This is an optimization exercise on Yosys and OpenROAD, whose aim is small area, a short achievable clock period and few clock cycles per item, not a production implementation.
Where RTL was checked, it was by simulation tests only, not by an equivalence proof against the original.
The flow treats the clock pin as an ideal source, which a real chip does not have.

==> run R <==
==> flow/design.v (excerpt) <==
module systolic_mm_top (
    input  logic                  clk,
    input  logic                  rst,
    input  logic                  in_valid,
    input  logic [8-1:0] in_data,
    output logic                  out_valid,
    output logic [8-1:0] out_data,
    output logic                  busy,
    output logic                  done
);
==> module systolic_mm_top, before the edit <==
module systolic_mm_top (
    input  logic                  clk,
    input  logic                  rst,
    input  logic                  in_valid,
    input  logic [8-1:0] in_data,
    output logic                  out_valid,
    output logic [8-1:0] out_data,
    output logic                  busy,
    output logic                  done
);
    logic       ld;        
    logic [6:0] icnt;      
    logic       bz;        
    logic       bz_nxt;
    logic       start;
    logic       acc;
    logic [6:0] idx;       
    assign start  = in_valid && (!bz || done);
    assign acc    = in_valid && (ld || start);
    assign idx    = start ? 7'd0 : icnt;
    assign bz_nxt = start || (bz && !done);
    logic [2:0] lnxt;
    assign lnxt = icnt[2:0] - icnt[5:3];
    logic       rm;
    logic [5:0] rc;
    logic       tvr;       
    logic       rm_nxt;
    assign rm_nxt = (acc && idx == 7'd127) || (rm && rc != 6'd56);
    always_ff @(posedge clk or negedge rst) begin
        if (!rst) begin
            ld   <= 1'b0;
            bz   <= 1'b0;
            rm   <= 1'b0;
            tvr  <= 1'b0;
        end else begin
            if (acc) begin
                ld <= (idx != 7'd127);
            end
            bz  <= bz_nxt;
            rm  <= rm_nxt;
            tvr <= acc && idx[6:3] == 4'hf && idx[2:0] != 3'd7;
        end
    end
    always_ff @(posedge clk) begin
        if (acc) begin
            icnt <= idx + 7'd1;
        end
        rc   <= rm ? rc + 6'd1 : 6'd0;
        busy <= rst && bz_nxt;   
    end
    logic [63:0]  la [8];   
    logic [511:0] bq;       
    logic [7:0]   aen;
    logic         ben;
    logic       idle;      
    logic [7:0] a_ok;      
    logic       b_ok;      
    logic       adv;       
    assign idle = !bz || done;
    assign adv  = rm && rc[2:0] == 3'd0;
    assign b_ok = ld && icnt[6];
    for (genvar m = 0; m < 8; m++) begin : g_aen
        if (m == 0) begin : g_0
            assign a_ok[m] = idle || (ld && !icnt[6] && lnxt == 3'd0);
        end else begin : g_m
            assign a_ok[m] = ld && !icnt[6] && lnxt == 3'(m);
        end
        assign aen[m] = (in_valid && a_ok[m]) || adv;
    end
    assign ben = (in_valid && b_ok) || rm;
    always_ff @(posedge clk) begin
        for (int m = 0; m < 8; m++) begin
            if (aen[m]) la[m] <= {in_data, la[m][63:8]};
        end
        if (ben) bq <= {(rm ? bq[7:0] : in_data), bq[511:8]};
    end
    logic [63:0] ta;
    logic [63:0] tb;
    for (genvar m = 0; m < 8; m++) begin : g_tap
        assign ta[8*m +: 8] = la[m][7:0];
        assign tb[8*m +: 8] = bq[8*(8*m+7) +: 8];
    end
    dot8 dot8_inst (
        .clk    (clk),
        .rst    (rst),
        .a      (ta),
        .b      (tb),
        .vin    (tvr || rm),
        .lin    (rm && rc == 6'd56),
        .res    (out_data),
        .vout   (out_valid),
        .lout   (done)
    );
endmodule
clock: 6.0 ns
lec_check: 0
cap_margin: 20
core_margin: 2
core_utilization: 70
cts_cluster_diameter: 60
cts_cluster_size: 30
setup_slack_margin: 3.7
slew_margin: 20
standard.sh (not shown) runs the stock make flow with config.mk's settings and CLKGATE_MAP_FILE= SYNTH_SCRIPT=/design/flow/synth_recipe.tcl, a recipe that flattens the netlist after the stock synthesis.
==> flow/flow/run.sh <==
#!/bin/bash
# Standard ORFS layout, except that synthesis skips the "abc -fast" pass of
# yosys synth's fine step (synth -noabc), so extract_fa sees the adder
# logic as written instead of after an ABC remap that flips polarities and
# leaves inverters around the full-adder cells. Everything else is the standard flow's
# standard.sh and synth_recipe.tcl unchanged.
set -euo pipefail
cd "$(dirname "$0")/.."
first='proc synth {args} { yosys synth -nofsm -noshare {*}$args }'
[[ "$(head -1 synth_recipe.tcl)" == "$first" ]] || { echo "unexpected synth_recipe.tcl" >&2; exit 1; }
{ echo 'proc synth {args} { yosys synth -nofsm -noshare -noabc {*}$args }'; tail -n +2 synth_recipe.tcl; } > noabc_synth.tcl
grep -q "SYNTH_SCRIPT=$PWD/synth_recipe.tcl" standard.sh || { echo "unexpected standard.sh" >&2; exit 1; }
sed "s#SYNTH_SCRIPT=$PWD/synth_recipe.tcl#SYNTH_SCRIPT=$PWD/noabc_synth.tcl#" standard.sh > noabc_standard.sh
bash noabc_standard.sh > layout.log 2>&1
==> run B (differences from run R) <==
--- a/flow/design.v
+++ b/flow/design.v
@@ -3107,8 +3107,9 @@
     assign acc    = in_valid && (ld || start);
     assign idx    = start ? 7'd0 : icnt;
     assign bz_nxt = start || (bz && !done);
-    logic [2:0] lnxt;
-    assign lnxt = icnt[2:0] - icnt[5:3];
+    logic [7:0] lh;
+    logic [7:0] lcur;
+    assign lcur = start ? 8'h01 : lh;
     logic       rm;
     logic [5:0] rc;
     logic       tvr;       
@@ -3132,6 +3133,7 @@
     always_ff @(posedge clk) begin
         if (acc) begin
             icnt <= idx + 7'd1;
+            lh   <= (idx[2:0] == 3'd7) ? lcur : {lcur[6:0], lcur[7]};
         end
         rc   <= rm ? rc + 6'd1 : 6'd0;
         busy <= rst && bz_nxt;   
@@ -3140,22 +3142,12 @@
     logic [511:0] bq;       
     logic [7:0]   aen;
     logic         ben;
-    logic       idle;      
-    logic [7:0] a_ok;      
-    logic       b_ok;      
-    logic       adv;       
-    assign idle = !bz || done;
-    assign adv  = rm && rc[2:0] == 3'd0;
-    assign b_ok = ld && icnt[6];
-    for (genvar m = 0; m < 8; m++) begin : g_aen
-        if (m == 0) begin : g_0
-            assign a_ok[m] = idle || (ld && !icnt[6] && lnxt == 3'd0);
-        end else begin : g_m
-            assign a_ok[m] = ld && !icnt[6] && lnxt == 3'(m);
+    always_comb begin
+        for (int m = 0; m < 8; m++) begin
+            aen[m] = (acc && !idx[6] && lcur[m]) || (rm && rc[2:0] == 3'd0);
         end
-        assign aen[m] = (in_valid && a_ok[m]) || adv;
     end
-    assign ben = (in_valid && b_ok) || rm;
+    assign ben = (acc && idx[6]) || rm;
     always_ff @(posedge clk) begin
         for (int m = 0; m < 8; m++) begin
             if (aen[m]) la[m] <= {in_data, la[m][63:8]};
- CTS_CLUSTER_SIZE: 30 -> 34
==> run H (differences from run R) <==
--- a/flow/design.v
+++ b/flow/design.v
@@ -3107,8 +3107,9 @@
     assign acc    = in_valid && (ld || start);
     assign idx    = start ? 7'd0 : icnt;
     assign bz_nxt = start || (bz && !done);
-    logic [2:0] lnxt;
-    assign lnxt = icnt[2:0] - icnt[5:3];
+    logic [7:0] lh;
+    logic [7:0] lcur;
+    assign lcur = start ? 8'h01 : lh;
     logic       rm;
     logic [5:0] rc;
     logic       tvr;       
@@ -3132,6 +3133,7 @@
     always_ff @(posedge clk) begin
         if (acc) begin
             icnt <= idx + 7'd1;
+            lh   <= (idx[2:0] == 3'd7) ? lcur : {lcur[6:0], lcur[7]};
         end
         rc   <= rm ? rc + 6'd1 : 6'd0;
         busy <= rst && bz_nxt;   
@@ -3140,22 +3142,12 @@
     logic [511:0] bq;       
     logic [7:0]   aen;
     logic         ben;
-    logic       idle;      
-    logic [7:0] a_ok;      
-    logic       b_ok;      
-    logic       adv;       
-    assign idle = !bz || done;
-    assign adv  = rm && rc[2:0] == 3'd0;
-    assign b_ok = ld && icnt[6];
-    for (genvar m = 0; m < 8; m++) begin : g_aen
-        if (m == 0) begin : g_0
-            assign a_ok[m] = idle || (ld && !icnt[6] && lnxt == 3'd0);
-        end else begin : g_m
-            assign a_ok[m] = ld && !icnt[6] && lnxt == 3'(m);
+    always_comb begin
+        for (int m = 0; m < 8; m++) begin
+            aen[m] = (acc && !idx[6] && lcur[m]) || (rm && rc[2:0] == 3'd0);
         end
-        assign aen[m] = (in_valid && a_ok[m]) || adv;
     end
-    assign ben = (in_valid && b_ok) || rm;
+    assign ben = (acc && idx[6]) || rm;
     always_ff @(posedge clk) begin
         for (int m = 0; m < 8; m++) begin
             if (aen[m]) la[m] <= {in_data, la[m][63:8]};
--- a/flow/flow/run.sh
+++ b/flow/flow/run.sh
@@ -10,5 +10,5 @@
 [[ "$(head -1 synth_recipe.tcl)" == "$first" ]] || { echo "unexpected synth_recipe.tcl" >&2; exit 1; }
 { echo 'proc synth {args} { yosys synth -nofsm -noshare -noabc {*}$args }'; tail -n +2 synth_recipe.tcl; } > noabc_synth.tcl
 grep -q "SYNTH_SCRIPT=$PWD/synth_recipe.tcl" standard.sh || { echo "unexpected standard.sh" >&2; exit 1; }
-sed "s#SYNTH_SCRIPT=$PWD/synth_recipe.tcl#SYNTH_SCRIPT=$PWD/noabc_synth.tcl#" standard.sh > noabc_standard.sh
+sed "s#SYNTH_SCRIPT=$PWD/synth_recipe.tcl#SYNTH_SCRIPT=$PWD/noabc_synth.tcl#; s#^make #make POST_CTS_TCL=$PWD/flow/clock_top.tcl #" standard.sh > noabc_standard.sh
 bash noabc_standard.sh > layout.log 2>&1
==> flow/flow/clock_top.tcl (new file) <==
# POST_CTS_TCL hook: flatten the top of the clock tree that clock_tree_synthesis
# built. Its leaf buffers (the ones driving flip-flops) are kept as they are;
# the root and branch buffers above them are replaced by four clkbuf_16 roots
# on the clock port, one per quadrant of the leaves, so every flip-flop sees
# two buffers (root, leaf) instead of three. Setup and hold are then repaired
# again as in the CTS step.
set block [ord::get_db_block]
set db [ord::get_db]
set clk_net [$block findNet clk]
set bufmaster [$db findMaster sky130_fd_sc_hd__clkbuf_16]

proc out_net {inst} {
  foreach it [$inst getITerms] {
    if {[$it isOutputSignal]} { return [$it getNet] }
  }
  return ""
}
proc is_clkbuf {inst} {
  return [string match "sky130_fd_sc_hd__clkbuf_*" [[$inst getMaster] getName]]
}

# walk the tree from the port
set internal {}
set leaves {}
set frontier [list $clk_net]
while {[llength $frontier]} {
  set net [lindex $frontier 0]
  set frontier [lrange $frontier 1 end]
  foreach it [$net getITerms] {
    if {[$it isOutputSignal]} continue
    set inst [$it getInst]
    if {![is_clkbuf $inst]} {
      error "clock_top: $net drives non-buffer [$inst getName] above the leaves"
    }
    set on [out_net $inst]
    set kids_buf 0
    set kids_other 0
    foreach it2 [$on getITerms] {
      if {[$it2 isOutputSignal]} continue
      if {[is_clkbuf [$it2 getInst]]} { incr kids_buf } else { incr kids_other }
    }
    if {$kids_other > 0 && $kids_buf > 0} {
      error "clock_top: [$inst getName] drives both buffers and sinks"
    }
    if {$kids_other > 0} {
      lappend leaves $inst
    } else {
      lappend internal $inst
      lappend frontier $on
    }
  }
}
puts "clock_top: [llength $leaves] leaf buffers, [llength $internal] buffers above them"

# quadrants by the medians of the leaf positions
set xs {}
set ys {}
foreach l $leaves {
  set bb [$l getBBox]
  lappend xs [expr {([$bb xMin] + [$bb xMax]) / 2}]
  lappend ys [expr {([$bb yMin] + [$bb yMax]) / 2}]
}
set mx [lindex [lsort -integer $xs] [expr {[llength $xs] / 2}]]
set my [lindex [lsort -integer $ys] [expr {[llength $ys] / 2}]]
array set grp {}
foreach l $leaves x $xs y $ys {
  set g [expr {($x >= $mx ? 1 : 0) + ($y >= $my ? 2 : 0)}]
  lappend grp($g) [list $l $x $y]
}

# remove the old upper tree
foreach inst $internal {
  set on [out_net $inst]
  foreach it [$inst getITerms] { $it disconnect }
  odb::dbInst_destroy $inst
  if {$on ne "" && $on ne $clk_net} { odb::dbNet_destroy $on }
}

# new roots
foreach g [lsort [array names grp]] {
  set sx 0
  set sy 0
  foreach e $grp($g) { incr sx [lindex $e 1]; incr sy [lindex $e 2] }
  set n [llength $grp($g)]
  set cx [expr {$sx / $n}]
  set cy [expr {$sy / $n}]
  set root [odb::dbInst_create $block $bufmaster "clkroot_${g}_clk"]
  $root setLocation [expr {$cx - [$bufmaster getWidth] / 2}] [expr {$cy - [$bufmaster getHeight] / 2}]
  $root setPlacementStatus PLACED
  set rnet [odb::dbNet_create $block "clknet_root_${g}_clk"]
  $rnet setSigType CLOCK
  [$root findITerm A] connect $clk_net
  [$root findITerm X] connect $rnet
  foreach e $grp($g) {
    set l [lindex $e 0]
    set ai [$l findITerm A]
    $ai disconnect
    $ai connect $rnet
  }
  puts "clock_top: root $g at ($cx, $cy) drives $n leaves"
}

detailed_placement
estimate_parasitics -placement
repair_timing_helper
detailed_placement
check_placement -verbose
estimate_parasitics -placement
report_clock_skew
report_worst_slack
- SETUP_SLACK_MARGIN: 3.7 -> 3.9
==> comparison <==
Of run B and run R, run R has the higher wire length (gap about 13%, measured against run R).
Against run R, the worst hold slack of run B is higher by 0.0085 ns.
In run R the final cell count is higher than in run B, by about 1.8%.
Run H never finished: it broke off in 4_1_cts. Run R completed with no timing, DRC or antenna violations. Run B went through all stages and came out clean.
Of run R and run B, run R has the higher clock skew (gap 0.017 ns).
Testbench counts of run B, summed over its fixed seeds: cycles 24,072, jobs 128.
Testbench counts of run H, summed over its fixed seeds: cycles 24,072, jobs 128.
No functional check of the RTL was part of run R.

## separate check: timing with driven ports
In the flow no input, the clock included, has a driving cell. The finished layouts below were timed again as built, in two steps. Step 1 sets driving cells, clkbuf_16 on the clock port and buf_2 on the other inputs (assumed; they add their load-dependent delay and slew). Step 2 also shifts input and output timing later by t, the mid clock arrival at the registers, as if the neighbouring blocks saw the same clock. a / b / c = ideal / step 1 / step 2; a / b = the first two.
run | shift t [ns] | slack for setup (ns) | hold slack, ns | worst data-port slew with drivers (ns) | cell pins on the clock port's net
run R | 0.709 | 3.379 / 3.379 / 2.932 | 0.323 / 0.323 / 0.323 | 0.04 | 1
run B | 0.695 | 3.722 / 3.656 / 3.087 | 0.331 / 0.331 / 0.331 | 0.04 | 1
After both steps setup and hold are still met in every run listed. The setup slack of run B, which loses most, moves by -0.066 ns with the drivers and by -0.635 ns with both steps.
